What follows belongs to an exercise in optimizing a design on an open flow for small area, a short achievable clock period and few clock cycles; a production flow would make more cautious choices. The RTL was checked by simulation tests, not by an equivalence proof against the original design. No activity file was given, so power comes from the tool's default toggle rates.

**design/flow/config.mk**
```make
export PLATFORM = sky130hd
export DESIGN_NAME = convex_hull_monotone_chain
export DESIGN_NICKNAME = convex_hull_monotone_chain
export VERILOG_FILES = /design/flow/design.v
export SDC_FILE = /design/flow/constraint.sdc
export NUM_CORES = 4
export LEC_CHECK = 0
export ABC_CLOCK_PERIOD_IN_PS = 3500
export CAP_MARGIN = 20
export CORE_MARGIN = 2
export CORE_UTILIZATION = 40
export SLEW_MARGIN = 20
```
**design/flow/constraint.sdc**
```tcl
create_clock -name core_clock -period 10.0 [get_ports {clk_i}]
set_input_delay 2.0000 -clock core_clock [delete_from_list [all_inputs] [get_ports {clk_i}]]
set_output_delay 2.0000 -clock core_clock [all_outputs]
set_load 0.01 [all_outputs]
```
**design/flow/design.v**
```verilog
package chm_pkg;
  localparam int unsigned FIELD_W = 16;
  localparam int unsigned NPTS    = 64;   
  localparam int unsigned PW      = 32;   
  localparam int unsigned DW      = 17;   
  localparam int unsigned XW      = 35;   
endpackage
module chm_cross (
  input  logic [16:0] dx1_i,
  input  logic [16:0] dy1_i,
  input  logic [16:0] dx2_i,
  input  logic [16:0] dy2_i,
  output logic [34:0] s_o,
  output logic [34:0] c_o
);
  logic [34:0] v0 [21];
  logic [34:0] nb1, nb2;
  function automatic logic [17:0] booth_pp(input logic [16:0] m, input logic b2,
                                           input logic b1, input logic b0, input logic inv);
    logic [17:0] m18, v, w;
    logic one, two, neg;
    m18 = {m[16], m};
    one = b1 ^ b0;
    two = (b2 & ~b1 & ~b0) | (~b2 & b1 & b0);
    neg = b2 ^ inv;
    v = one ? m18 : (two ? {m18[16:0], 1'b0} : 18'd0);
    w = neg ? ~v : v;
    booth_pp = {~w[17], w[16:0]};
  endfunction
  function automatic logic [69:0] csa(input logic [34:0] a, input logic [34:0] b,
                                      input logic [34:0] c);
    logic [34:0] s, k;
    s = a ^ b ^ c;
    k = (a & b) | (a & c) | (b & c);
    csa = {k[33:0], 1'b0, s};
  endfunction
  always_comb begin
    nb1 = '0;
    nb2 = '0;
    for (int j = 0; j < 9; j++) begin
      logic b2, b1, b0, c2, c1, c0;
      b0 = (j == 0) ? 1'b0 : dy2_i[2*j-1];
      b1 = dy2_i[2*j];
      b2 = (2*j+1 <= 16) ? dy2_i[2*j+1] : dy2_i[16];
      c0 = (j == 0) ? 1'b0 : dy1_i[2*j-1];
      c1 = dy1_i[2*j];
      c2 = (2*j+1 <= 16) ? dy1_i[2*j+1] : dy1_i[16];
      v0[j]    = 35'(booth_pp(dx1_i, b2, b1, b0, 1'b0)) << (2*j);
      v0[9+j]  = 35'(booth_pp(dx2_i, c2, c1, c0, 1'b1)) << (2*j);
      nb1[2*j] = b2;
      nb2[2*j] = ~c2;
    end
    v0[18] = nb1;
    v0[19] = nb2;
    v0[20] = 35'h2_AAAC_0000;   
  end
  logic [34:0] v1 [14];
  logic [34:0] v2 [10];
  logic [34:0] v3 [7];
  logic [34:0] v4 [5];
  logic [34:0] v5 [4];
  logic [34:0] v6 [3];
  always_comb begin
    for (int g = 0; g < 7; g++) {v1[2*g+1], v1[2*g]} = csa(v0[3*g], v0[3*g+1], v0[3*g+2]);
    for (int g = 0; g < 4; g++) {v2[2*g+1], v2[2*g]} = csa(v1[3*g], v1[3*g+1], v1[3*g+2]);
    v2[8] = v1[12];
    v2[9] = v1[13];
    for (int g = 0; g < 3; g++) {v3[2*g+1], v3[2*g]} = csa(v2[3*g], v2[3*g+1], v2[3*g+2]);
    v3[6] = v2[9];
    for (int g = 0; g < 2; g++) {v4[2*g+1], v4[2*g]} = csa(v3[3*g], v3[3*g+1], v3[3*g+2]);
    v4[4] = v3[6];
    {v5[1], v5[0]} = csa(v4[0], v4[1], v4[2]);
    v5[2] = v4[3];
    v5[3] = v4[4];
    {v6[1], v6[0]} = csa(v5[0], v5[1], v5[2]);
    v6[2] = v5[3];
    {c_o, s_o} = csa(v6[0], v6[1], v6[2]);
  end
endmodule
import chm_pkg::*;
module chm_front (
  input  logic                                       clk_i,
  input  logic                                       ins_i,     
  input  logic [chm_pkg::PW-1:0]                     pt_i,
  input  logic                                       tu_i,
  input  logic                                       tl_i,
  input  logic [6:0]                                 cnt_i,     
  output logic [chm_pkg::NPTS-1:0]                   gt_o,      
  output logic [chm_pkg::NPTS-1:0][chm_pkg::PW-1:0]  pts_o,
  output logic [chm_pkg::NPTS-1:0]                   tu_o,
  output logic [chm_pkg::NPTS-1:0]                   tl_o
);
  logic [NPTS-1:0][PW-1:0] e_q;
  logic [NPTS-1:0]         tu_q, tl_q, gt;
  function automatic logic [PW-1:0] key(input logic [PW-1:0] p);
    key = {~p[31], p[30:16], ~p[15], p[14:0]};
  endfunction
  function automatic logic ugt(input logic [PW-1:0] a, input logic [PW-1:0] nb);
    logic c;
    c = 1'b0;
    for (int i = 0; i < PW; i++) begin
      c = (a[i] & nb[i]) | (a[i] & c) | (nb[i] & c);
    end
    ugt = c;
  endfunction
  logic [PW-1:0] nkey;
  assign nkey = ~key(pt_i);
  always_comb begin
    for (int k = 0; k < NPTS; k++) begin
      gt[k] = (7'(k) >= cnt_i) || ugt(key(e_q[k]), nkey);
    end
  end
  always_ff @(posedge clk_i) begin
    for (int k = 0; k < NPTS; k++) begin
      if (ins_i && gt[k]) begin
        if (k > 0 && gt[(k > 0) ? k-1 : 0]) begin
          e_q[k]  <= e_q[(k > 0) ? k-1 : 0];
          tu_q[k] <= tu_q[(k > 0) ? k-1 : 0];
          tl_q[k] <= tl_q[(k > 0) ? k-1 : 0];
        end else begin
          e_q[k]  <= pt_i;
          tu_q[k] <= tu_i;
          tl_q[k] <= tl_i;
        end
      end
    end
  end
  assign gt_o  = gt;
  assign pts_o = e_q;
  assign tu_o  = tu_q;
  assign tl_o  = tl_q;
endmodule
import chm_pkg::*;
module chm_eng #(
  parameter bit UPPER = 1'b1
) (
  input  logic                                      clk_i,
  input  logic                                      load_i,    
  input  logic                                      init_i,    
  input  logic                                      run_i,     
  input  logic [chm_pkg::NPTS-1:0][chm_pkg::PW-1:0] pts_i,
  input  logic [chm_pkg::NPTS-1:0]                  tag_i,     
  input  logic [chm_pkg::NPTS-1:0]                  held_i,
  input  logic [5:0]                                split_i,
  input  logic [4*chm_pkg::DW-1:0]                  ldif_i,    
  output logic                                      neg_o,     
  output logic                                      zero_o,
  output logic                                      busy_o,
  output logic [chm_pkg::NPTS-1:0]                  mask_o,    
  input  logic [chm_pkg::NPTS-1:0]                  clr_i,     
  input  logic                                      xen_i,     
  input  logic [chm_pkg::NPTS-1:0]                  xsel_i,
  output logic [chm_pkg::PW-1:0]                    rd_o
);
  function automatic logic [NPTS-1:0] hsb(input logic [NPTS-1:0] v);
    logic [NPTS-1:0] b;
    b = v >> 1;
    for (int d = 1; d < NPTS; d = d * 2) begin
      b = b | (b >> d);
    end
    hsb = v & ~b;
  endfunction
  function automatic logic [NPTS-1:0] lsb(input logic [NPTS-1:0] v);
    logic [NPTS-1:0] b;
    b = v << 1;
    for (int d = 1; d < NPTS; d = d * 2) begin
      b = b | (b << d);
    end
    lsb = v & ~b;
  endfunction
  function automatic logic [5:0] enc(input logic [NPTS-1:0] oh);
    enc = '0;
    for (int k = 0; k < NPTS; k++) begin
      if (oh[k]) enc = enc | 6'(k);
    end
  endfunction
  function automatic logic [NPTS-1:0] below(input logic [5:0] idx);
    for (int k = 0; k < NPTS; k++) begin
      below[k] = (6'(k) < idx);
    end
  endfunction
  function automatic logic [NPTS-1:0] above(input logic [5:0] idx);
    for (int k = 0; k < NPTS; k++) begin
      above[k] = (6'(k) > idx);
    end
  endfunction
  function automatic logic [4*DW-1:0] diffs(input logic [PW-1:0] a, input logic [PW-1:0] b,
                                            input logic [PW-1:0] q);
    logic [DW-1:0] dx1, dy1, dx2, dy2;
    dx1 = {a[31], a[31:16]} - {b[31], b[31:16]};
    dy1 = {a[15], a[15:0]}  - {b[15], b[15:0]};
    dx2 = {q[31], q[31:16]} - {b[31], b[31:16]};
    dy2 = {q[15], q[15:0]}  - {b[15], b[15:0]};
    diffs = {dx1, dy1, dx2, dy2};
  endfunction
  logic            ph_q, pv_q, pch_q, pforce_q, pdup_q;
  logic [XW-1:0]   cs_q, cc_q, cs_d, cc_d, csor, sum;
  logic [4*DW-1:0] dif_q;
  logic [1:0][PW-1:0]   t1_q, t2_q, t3_q, p_q, pn_q;
  logic [1:0][5:0]      id1_q, id2_q, id3_q, ip_q, ipn_q;
  logic [1:0]           pok_q, pnok_q, empty_q, pnv_q;
  logic [1:0][NPTS-1:0] mask_q;
  logic            rv_q, rpop_q, rok_q;
  logic [NPTS-1:0] rsel_q;
  chm_cross u_cross (
    .dx1_i (dif_q[4*DW-1:3*DW]),
    .dy1_i (dif_q[3*DW-1:2*DW]),
    .dx2_i (dif_q[2*DW-1:DW]),
    .dy2_i (dif_q[DW-1:0]),
    .s_o   (cs_d),
    .c_o   (cc_d)
  );
  assign sum    = cs_q + cc_q;
  assign csor   = cs_q | cc_q;
  assign neg_o  = sum[XW-1];
  assign zero_o = ((cs_q ^ cc_q) == {csor[XW-2:0], 1'b0});
  logic       xa, launch, pn_in;
  logic [5:0] bot_a;
  assign xa     = ph_q;
  assign pn_in  = rv_q && !rpop_q;
  assign launch = run_i && pok_q[xa] && (pnv_q[xa] || pn_in);
  assign bot_a  = xa ? split_i : 6'd0;
  logic yb, pop, skip;
  assign yb   = !ph_q;
  assign pop  = pv_q && !pforce_q && (zero_o || (UPPER ? neg_o : !neg_o));
  assign skip = pforce_q && pdup_q;
  logic [NPTS-1:0] upto, cand, pln_pop, pln_nxt, ahead, rsel_d;
  logic [5:0]      nbase;
  logic            rv_d, rpop_d, rok_d;
  always_comb begin
    for (int k = 0; k < NPTS; k++) begin
      upto[k] = (6'(k) <= split_i);
    end
  end
  assign nbase   = init_i ? 6'd0 : (pv_q ? ipn_q[yb] : ip_q[yb]);
  assign cand    = (tag_i | (NPTS'(1) << split_i)) & held_i &
                   ((yb && !init_i) ? {NPTS{1'b1}} : upto);
  assign ahead   = cand & above(nbase);
  assign pln_nxt = lsb(ahead);
  assign pln_pop = hsb(mask_q[yb] & below(id3_q[yb]));
  assign rpop_d  = pop;
  assign rsel_d  = pop ? pln_pop : pln_nxt;
  assign rok_d   = |ahead;
  assign rv_d    = init_i || (run_i && (pv_q || !pnv_q[yb]));
  logic [NPTS-1:0] sel;
  logic [PW-1:0]   rd;
  always_comb begin
    if (xen_i) begin
      sel = xsel_i;
    end else if (init_i) begin
      sel = NPTS'(1) << split_i;
    end else begin
      sel = rsel_q;
    end
    rd = '0;
    for (int k = 0; k < NPTS; k++) begin
      rd = rd | (pts_i[k] & {PW{sel[k]}});
    end
  end
  assign rd_o = rd;
  assign busy_o = pok_q[0] || pok_q[1] || pv_q;
  assign mask_o = mask_q[0] | mask_q[1];
  always_ff @(posedge clk_i) begin
    cs_q     <= cs_d;
    cc_q     <= cc_d;
    pv_q     <= launch;
    ph_q     <= init_i ? 1'b0 : !ph_q;
    pch_q    <= xa;
    pforce_q <= empty_q[xa] || (id1_q[xa] == bot_a);
    pdup_q   <= !empty_q[xa] && (p_q[xa] == t1_q[xa]);
    rv_q     <= rv_d;
    rpop_q   <= rpop_d;
    rok_q    <= rok_d;
    rsel_q   <= rsel_d;
    if (load_i) begin
      dif_q <= ldif_i;
    end
    if (init_i) begin
      id1_q   <= '0;
      pok_q   <= 2'b11;
      pnv_q   <= 2'b00;
      mask_q  <= '0;
      empty_q <= 2'b11;
      p_q[0]  <= pts_i[0];
      ip_q[0] <= '0;
      p_q[1]  <= rd;
      ip_q[1] <= split_i;
      pv_q    <= 1'b0;
    end
    if (run_i) begin
      if (rv_q) begin
        if (rpop_q) begin
          t3_q[xa]  <= rd;
          id3_q[xa] <= enc(rsel_q);
        end else begin
          pn_q[xa]   <= rd;
          ipn_q[xa]  <= enc(rsel_q);
          pnok_q[xa] <= rok_q;
          pnv_q[xa]  <= 1'b1;
        end
      end
      if (pv_q) begin
        if (skip) begin
          p_q[yb]   <= pn_q[yb];
          ip_q[yb]  <= ipn_q[yb];
          pok_q[yb] <= pnok_q[yb];
        end else if (pop) begin
          mask_q[yb][id1_q[yb]] <= 1'b0;
          t1_q[yb]  <= t2_q[yb];
          id1_q[yb] <= id2_q[yb];
          t2_q[yb]  <= t3_q[yb];
          id2_q[yb] <= id3_q[yb];
          dif_q     <= diffs(t3_q[yb], t2_q[yb], p_q[yb]);
        end else begin
          mask_q[yb][ip_q[yb]] <= 1'b1;
          t3_q[yb]    <= t2_q[yb];
          id3_q[yb]   <= id2_q[yb];
          t2_q[yb]    <= t1_q[yb];
          id2_q[yb]   <= id1_q[yb];
          t1_q[yb]    <= p_q[yb];
          id1_q[yb]   <= ip_q[yb];
          p_q[yb]     <= pn_q[yb];
          ip_q[yb]    <= ipn_q[yb];
          pok_q[yb]   <= pnok_q[yb];
          empty_q[yb] <= 1'b0;
          dif_q       <= diffs(t1_q[yb], p_q[yb], pn_q[yb]);
        end
      end
    end
    if (|clr_i) begin
      mask_q[0] <= mask_q[0] & ~clr_i;
      mask_q[1] <= mask_q[1] & ~clr_i;
    end
  end
endmodule
module chm_back (
  input  logic                        clk_i,
  input  logic                        rst_ni,
  input  logic                        pt_valid_i,
  output logic                        pt_ready_o,
  input  logic [chm_pkg::FIELD_W-1:0] pt_px_i,
  input  logic [chm_pkg::FIELD_W-1:0] pt_py_i,
  input  logic                        pt_set_end_i,
  output logic                        ins_o,
  output logic [chm_pkg::PW-1:0]      ipt_o,
  output logic                        itu_o,
  output logic                        itl_o,
  output logic [6:0]                  cnt_o,
  input  logic [chm_pkg::NPTS-1:0]    gt_i,
  input  logic [chm_pkg::NPTS-1:0][chm_pkg::PW-1:0] pts_i,
  input  logic [chm_pkg::NPTS-1:0]    tu_i,
  input  logic [chm_pkg::NPTS-1:0]    tl_i,
  output logic                        hull_valid_o,
  input  logic                        hull_ready_i,
  output logic [chm_pkg::FIELD_W-1:0] hull_hx_o,
  output logic [chm_pkg::FIELD_W-1:0] hull_hy_o,
  output logic                        hull_end_o,
  output logic                        hull_overflowed_o
);
  localparam logic [2:0] S_LOAD = 3'd0;
  localparam logic [2:0] S_INIT = 3'd1;
  localparam logic [2:0] S_HULL = 3'd2;
  localparam logic [2:0] S_EL   = 3'd3;
  localparam logic [2:0] S_EU   = 3'd4;
  localparam logic [2:0] S_ONE  = 3'd5;
  function automatic logic [NPTS-1:0] hsb(input logic [NPTS-1:0] v);
    logic [NPTS-1:0] b;
    b = v >> 1;
    for (int d = 1; d < NPTS; d = d * 2) begin
      b = b | (b >> d);
    end
    hsb = v & ~b;
  endfunction
  function automatic logic [NPTS-1:0] lsb(input logic [NPTS-1:0] v);
    logic [NPTS-1:0] b;
    b = v << 1;
    for (int d = 1; d < NPTS; d = d * 2) begin
      b = b | (b << d);
    end
    lsb = v & ~b;
  endfunction
  function automatic logic [5:0] enc(input logic [NPTS-1:0] oh);
    enc = '0;
    for (int k = 0; k < NPTS; k++) begin
      if (oh[k]) enc = enc | 6'(k);
    end
  endfunction
  function automatic logic [PW-1:0] key(input logic [PW-1:0] p);
    key = {~p[31], p[30:16], ~p[15], p[14:0]};
  endfunction
  function automatic logic [4*DW-1:0] diffs(input logic [PW-1:0] a, input logic [PW-1:0] b,
                                            input logic [PW-1:0] q);
    logic [DW-1:0] dx1, dy1, dx2, dy2;
    dx1 = {a[31], a[31:16]} - {b[31], b[31:16]};
    dy1 = {a[15], a[15:0]}  - {b[15], b[15:0]};
    dx2 = {q[31], q[31:16]} - {b[31], b[31:16]};
    dy2 = {q[15], q[15:0]}  - {b[15], b[15:0]};
    diffs = {dx1, dy1, dx2, dy2};
  endfunction
  logic [2:0] st_q;
  logic          rdy_q, v0_q, v1_q, v2_q, l0_q, l1_q, l2_q, in1_q, in2_q;
  logic [PW-1:0] p0_q, p1_q, p2_q, rmax_q, top_q, bot_q;
  logic [5:0]    post_q, posb_q;
  logic [6:0]    cnt_q;
  logic          drop_q, same_q;
  logic       ov_q, oend_q, oovf_q;
  logic [FIELD_W-1:0] ox_q, oy_q;
  logic [4*DW-1:0] ldif_u, ldif_l;
  logic            neg_u, zero_u, neg_l, zero_l, busy_u, busy_l;
  logic [NPTS-1:0] mask_u, mask_l, clr_u, clr_l, held, esel_q;
  logic [PW-1:0]   rd_u, rd_l;
  logic            load, init, run;
  assign load = (st_q == S_LOAD);
  assign init = (st_q == S_INIT);
  assign run  = (st_q == S_HULL);
  always_comb begin
    for (int k = 0; k < NPTS; k++) begin
      held[k] = (7'(k) < cnt_q);
    end
  end
  chm_eng #(.UPPER(1'b1)) u_up (
    .clk_i   (clk_i),
    .load_i  (load),
    .init_i  (init),
    .run_i   (run),
    .pts_i   (pts_i),
    .tag_i   (tu_i),
    .held_i  (held),
    .split_i (post_q),
    .ldif_i  (ldif_u),
    .neg_o   (neg_u),
    .zero_o  (zero_u),
    .busy_o  (busy_u),
    .mask_o  (mask_u),
    .clr_i   (clr_u),
    .xen_i   (st_q == S_EU || st_q == S_ONE),
    .xsel_i  (esel_q),
    .rd_o    (rd_u)
  );
  chm_eng #(.UPPER(1'b0)) u_lo (
    .clk_i   (clk_i),
    .load_i  (load),
    .init_i  (init),
    .run_i   (run),
    .pts_i   (pts_i),
    .tag_i   (tl_i),
    .held_i  (held),
    .split_i (posb_q),
    .ldif_i  (ldif_l),
    .neg_o   (neg_l),
    .zero_o  (zero_l),
    .busy_o  (busy_l),
    .mask_o  (mask_l),
    .clr_i   (clr_l),
    .xen_i   (st_q == S_EL),
    .xsel_i  (esel_q),
    .rd_o    (rd_l)
  );
  logic acc, ins, close, emit, last, hdone, newt, newb, newr;
  logic lt_t, lt_b;
  logic [PW-1:0]   lmin;
  logic [2*DW-1:0] d_pl, d_pt, d_pb, e_tl, e_rt, e_bl, e_rb;
  logic [NPTS-1:0] kins_oh;
  logic [5:0]      kins;
  function automatic logic ugt(input logic [PW-1:0] a, input logic [PW-1:0] b);
    logic [PW-1:0] nb;
    logic c;
    nb = ~b;
    c  = 1'b0;
    for (int i = 0; i < PW; i++) begin
      c = (a[i] & nb[i]) | (a[i] & c) | (nb[i] & c);
    end
    ugt = c;
  endfunction
  function automatic logic [2*DW-1:0] sub2(input logic [PW-1:0] b, input logic [PW-1:0] a);
    logic [DW-1:0] dx, dy;
    dx = {b[31], b[31:16]} - {a[31], a[31:16]};
    dy = {b[15], b[15:0]}  - {a[15], a[15:0]};
    sub2 = {dx, dy};
  endfunction
  assign acc        = pt_valid_i && rdy_q;
  assign pt_ready_o = rdy_q;
  assign ins        = v2_q && !cnt_q[6];
  assign close      = v2_q && l2_q;
  assign lmin       = pts_i[0];
  assign lt_t = ugt(key(top_q), key(p0_q));
  assign lt_b = ugt(key(bot_q), key(p0_q));
  assign d_pl = sub2(p0_q, lmin);
  assign d_pt = sub2(p0_q, top_q);
  assign d_pb = sub2(p0_q, bot_q);
  assign e_tl = sub2(top_q, lmin);
  assign e_rt = sub2(rmax_q, top_q);
  assign e_bl = sub2(bot_q, lmin);
  assign e_rb = sub2(rmax_q, bot_q);
  assign ldif_u = lt_t ? {e_tl, d_pl} : {e_rt, d_pt};
  assign ldif_l = lt_b ? {e_bl, d_pl} : {e_rb, d_pb};
  assign ins_o = ins;
  assign ipt_o = p2_q;
  assign itu_o = !(in2_q && neg_u);
  assign itl_o = !(in2_q && !neg_l && !zero_l);
  assign cnt_o = cnt_q;
  assign kins_oh = gt_i & ~{gt_i[NPTS-2:0], 1'b0};
  assign kins    = enc(kins_oh);
  assign newt = (cnt_q == '0) || ($signed(p2_q[15:0]) > $signed(top_q[15:0])) ||
                ((p2_q[15:0] == top_q[15:0]) && ($signed(p2_q[31:16]) < $signed(top_q[31:16])));
  assign newb = (cnt_q == '0) || ($signed(p2_q[15:0]) < $signed(bot_q[15:0])) ||
                ((p2_q[15:0] == bot_q[15:0]) && ($signed(p2_q[31:16]) < $signed(bot_q[31:16])));
  assign newr = (cnt_q == '0) || !ugt(key(rmax_q), key(p2_q));
  always_ff @(posedge clk_i or negedge rst_ni) begin
    if (!rst_ni) begin
      rdy_q  <= 1'b1;
      v0_q   <= 1'b0;
      v1_q   <= 1'b0;
      v2_q   <= 1'b0;
      cnt_q  <= '0;
      drop_q <= 1'b0;
    end else begin
      v0_q <= acc;
      v1_q <= v0_q;
      v2_q <= v1_q;
      if (acc && pt_set_end_i) begin
        rdy_q <= 1'b0;
      end else if (emit && last) begin
        rdy_q <= 1'b1;
      end
      if (emit && last) begin
        cnt_q  <= '0;
        drop_q <= 1'b0;
      end else if (v2_q) begin
        if (cnt_q[6]) begin
          drop_q <= 1'b1;
        end else begin
          cnt_q <= cnt_q + 7'd1;
        end
      end
    end
  end
  always_ff @(posedge clk_i) begin
    p0_q  <= {pt_px_i, pt_py_i};
    l0_q  <= pt_set_end_i;
    p1_q  <= p0_q;
    l1_q  <= l0_q;
    in1_q <= (cnt_q != '0) && ugt(key(p0_q), key(lmin)) && ugt(key(rmax_q), key(p0_q));
    p2_q  <= p1_q;
    l2_q  <= l1_q;
    in2_q <= in1_q;
    if (ins) begin
      same_q <= (cnt_q == '0) || (same_q && (p2_q == lmin));
      if (newr) begin
        rmax_q <= p2_q;
      end
      if (newt) begin
        top_q  <= p2_q;
        post_q <= kins;
      end else if (gt_i[post_q]) begin
        post_q <= post_q + 6'd1;
      end
      if (newb) begin
        bot_q  <= p2_q;
        posb_q <= kins;
      end else if (gt_i[posb_q]) begin
        posb_q <= posb_q + 6'd1;
      end
    end
  end
  logic [NPTS-1:0] erem_l, erem_u;
  logic [PW-1:0]   rd;
  assign rd     = (st_q == S_EL) ? rd_l : rd_u;
  assign hdone  = run && !busy_u && !busy_l;
  assign emit   = ((st_q == S_EL) || (st_q == S_EU) || (st_q == S_ONE)) && (!ov_q || hull_ready_i);
  assign erem_l = mask_l & ~esel_q;
  assign erem_u = mask_u & ~esel_q;
  assign last   = (st_q == S_ONE) || ((st_q == S_EU) && (erem_u == '0));
  assign clr_l = hdone ? hsb(mask_l) : ((emit && st_q == S_EL) ? esel_q : '0);
  assign clr_u = hdone ? NPTS'(1) : ((emit && st_q == S_EU) ? esel_q : '0);
  always_ff @(posedge clk_i or negedge rst_ni) begin
    if (!rst_ni) begin
      st_q <= S_LOAD;
      ov_q <= 1'b0;
    end else begin
      if (emit) begin
        ov_q <= 1'b1;
      end else if (hull_ready_i) begin
        ov_q <= 1'b0;
      end
      case (st_q)
        S_LOAD: if (close) st_q <= S_INIT;
        S_INIT: st_q <= same_q ? S_ONE : S_HULL;
        S_HULL: if (hdone) st_q <= S_EL;
        S_EL:   if (emit && (erem_l == '0)) st_q <= S_EU;
        S_EU:   if (emit && last) st_q <= S_LOAD;
        S_ONE:  if (emit) st_q <= S_LOAD;
        default: st_q <= S_LOAD;
      endcase
    end
  end
  always_ff @(posedge clk_i) begin
    case (st_q)
      S_EL:    if (emit) esel_q <= (erem_l == '0) ? hsb(mask_u) : lsb(erem_l);
      S_EU:    if (emit) esel_q <= hsb(erem_u);
      default: esel_q <= NPTS'(1);
    endcase
    if (emit) begin
      ox_q   <= rd[31:16];
      oy_q   <= rd[15:0];
      oend_q <= last;
      oovf_q <= drop_q;
    end
  end
  assign hull_valid_o      = ov_q;
  assign hull_hx_o         = ox_q;
  assign hull_hy_o         = oy_q;
  assign hull_end_o        = oend_q;
  assign hull_overflowed_o = oovf_q;
endmodule
import chm_pkg::*;
module convex_hull_monotone_chain #(
  parameter int unsigned MAX_POINTS = 64,
  parameter int unsigned COORD_BITS = 16
) (
  input  logic      clk_i,
  input  logic      rst_ni,
  input  logic        pt_valid_i,
  output logic        pt_ready_o,
  input  logic [15:0] pt_px_i,
  input  logic [15:0] pt_py_i,
  input  logic        pt_set_end_i,
  output logic        hull_valid_o,
  input  logic        hull_ready_i,
  output logic [15:0] hull_hx_o,
  output logic [15:0] hull_hy_o,
  output logic        hull_end_o,
  output logic        hull_overflowed_o
);
  logic                                      ins, itu, itl;
  logic [chm_pkg::NPTS-1:0]                  gt;
  logic [chm_pkg::PW-1:0]                    ipt;
  logic [6:0]                                cnt;
  logic [chm_pkg::NPTS-1:0][chm_pkg::PW-1:0] pts;
  logic [chm_pkg::NPTS-1:0]                  tu, tl;
  chm_front u_front (
    .clk_i    (clk_i),
    .ins_i    (ins),
    .pt_i     (ipt),
    .tu_i     (itu),
    .tl_i     (itl),
    .cnt_i    (cnt),
    .gt_o     (gt),
    .pts_o    (pts),
    .tu_o     (tu),
    .tl_o     (tl)
  );
  chm_back u_back (
    .clk_i             (clk_i),
    .rst_ni            (rst_ni),
    .pt_valid_i        (pt_valid_i),
    .pt_ready_o        (pt_ready_o),
    .pt_px_i           (pt_px_i),
    .pt_py_i           (pt_py_i),
    .pt_set_end_i      (pt_set_end_i),
    .ins_o             (ins),
    .ipt_o             (ipt),
    .itu_o             (itu),
    .itl_o             (itl),
    .cnt_o             (cnt),
    .gt_i              (gt),
    .pts_i             (pts),
    .tu_i              (tu),
    .tl_i              (tl),
    .hull_valid_o      (hull_valid_o),
    .hull_ready_i      (hull_ready_i),
    .hull_hx_o         (hull_hx_o),
    .hull_hy_o         (hull_hy_o),
    .hull_end_o        (hull_end_o),
    .hull_overflowed_o (hull_overflowed_o)
  );
endmodule
```
**design/flow/run.sh**
```bash
#!/bin/bash
# synth_recipe.tcl (not shown) runs the flow's synth.tcl, then flattens the netlist and writes it again
# the make line also repeats each setting of config.mk as NAME=value (left out here)
make -C /OpenROAD-flow-scripts/flow DESIGN_CONFIG=/design/flow/config.mk WORK_HOME=/design/flow/orfs CLKGATE_MAP_FILE= SYNTH_SCRIPT=/design/flow/synth_recipe.tcl finish
```
==> impl_metrics.sql <==
INSERT INTO impl_metrics (metric_group, metric, value, unit) VALUES
('global_route', 'grt_antenna_before_repair', '624', ''),
('clock_network', 'cts_resized', '0', ''),
('synth', 'yosys.area.top_type_share', '0.295', ''),
('clock_network', 'cts_setup_buffers', '0', ''),
('synth', 'avgSynthCellArea', '8.48', 'um^2'),
('synth', 'synth_top_cells_by_area', 'edfxtp_1 29%, o21ai_0 6.6%, dfxtp_1 6.3%', ''),
('synth', 'synth-seq-area-share', '0.359', ''),
('synth', 'synth_cells', '35700', ''),
('placed_design', 'port-buffer-count', '72', ''),
('placed_design', 'placed_cell_area', '323000', 'um^2'),
('floorplan', 'ioPinCount', '73', ''),
('clock_network', 'clock_path_buffers', '4', ''),
('status', 'firstError', '[ERROR GRT-0183] Net _15892_: the 3D maze router ran out of legal paths (heap underflow) - the net is boxed in by local congestion or blockages.', ''),
('status', 'status', 'did not finish', ''),
('global_route', 'pin_count_of_the_biggest_net_entering_global_routing', '160', ''),
('clock_network', 'cts_inserted_buffers', '484', ''),
('synth', 'postSynth.asyncResetShare', '0.00405', ''),
('floorplan', 'die_width', '874', 'um'),
('floorplan', 'die_height', '874', 'um'),
('synth', 'synth_top_area_cell', 'edfxtp_1', ''),
('placed_design', 'hpwl', '1930', 'mm'),
('synth', 'synth_cell_types', '133', ''),
('clock_network', 'cts-root-buf', 'clkbuf_16', ''),
('floorplan', 'initial_util', '0.401', ''),
('clock_network', 'numClockSinks', '3946', ''),
('clock_network', 'cts.htree.levels', '5', ''),
('clock_network', 'cts_hold_repair.buffers', '0', ''),
('synth', 'yosys_warnings', '12', ''),
('placed_design', 'dp_cells', '44400', ''),
('synth', 'syn-num-nets', '37500', ''),
('synth', 'synth-edff-count', '2971', ''),
('placed_design', 'place.gp.congestion', '1.24', ''),
('synth', 'syn-cell-area', '303000', 'um^2'),
('synth', 'synth.ff_latch_count', '3946', ''),
('synth', 'ys_dominant_reg_cell', 'edfxtp_1', ''),
('status', 'lastStage', '5_1_grt', ''),
('floorplan', 'std_cell_rows', '319', '');
## Yosys cell counts (all sizes together) (249+ instances only)
library cell  instances
edfxtp             2971
nand2              4447
o22ai               671
xnor2               253
maj3                352
mux2i               561
a31oi               263
o211ai              270
a22oi              1234
a221oi              886
nor2               2738
a21oi              2143
ha                 1132
nor2b               398
buf                 439
nand2b              360
fa                  570
inv                2297
mux2                808
a222oi              305
nand4               428
o21ai              4009
dfxtp               959
a22o                472
a21boi              283
nand3               498
a211oi              249
nor3                462
clkbuf             2527
## power by group through the flow
stage	clock network (mW)	logic (mW)	registers, mW
CTS	19.3	27.1	18.9
detailed placement	0	26.8	19.3
global placement	0	26.2	19.3
floorplan	0	17.1	19.1
## worst max-delay path by stage
| stage | cells past startpoint | endpoint | from |
|---|---|---|---|
| floorplan | 9 | u_back.u_up.dif_q[14]$_DFF_P_ | u_back.st_q[2]$_DFFE_PN0P_ |
| global placement | 20 | u_back.posb_q[4]$_DFFE_PP_ | u_back.p2_q[23]$_DFF_P_ |
| detailed placement | 20 | u_back.posb_q[4]$_DFFE_PP_ | u_back.p2_q[23]$_DFF_P_ |
| CTS | 20 | u_back.posb_q[4]$_DFFE_PP_ | u_back.p2_q[23]$_DFF_P_ |
## through the flow
step | hold slack, ns | utilization | total power, mW | setup WS (ns)
2_1_floorplan | 0.310 | - | 36.2 | 1.62
4_1_cts | 0.321 | 0.451 | 65.3 | 1.28
3_3_place_gp | 0.310 | 0.428 | 45.5 | 0.989
3_5_place_dp | 0.312 | 0.429 | 46.1 | 1.31
## kinds of logic after synthesis
logic type,count (synthesis),share of synthesized area
AOI/OAI and AO/OA,12300,0.264
xor gates and xnor gates,409,0.0118
adders and majority gates,2054,0.0961
buffers and inverters,5279,0.0659
DFF,3946,0.359
muxes,1378,0.0493
and+or+nand+nor,10300,0.153
Testbench counts, summed over its fixed seeds: cycles 20,385.
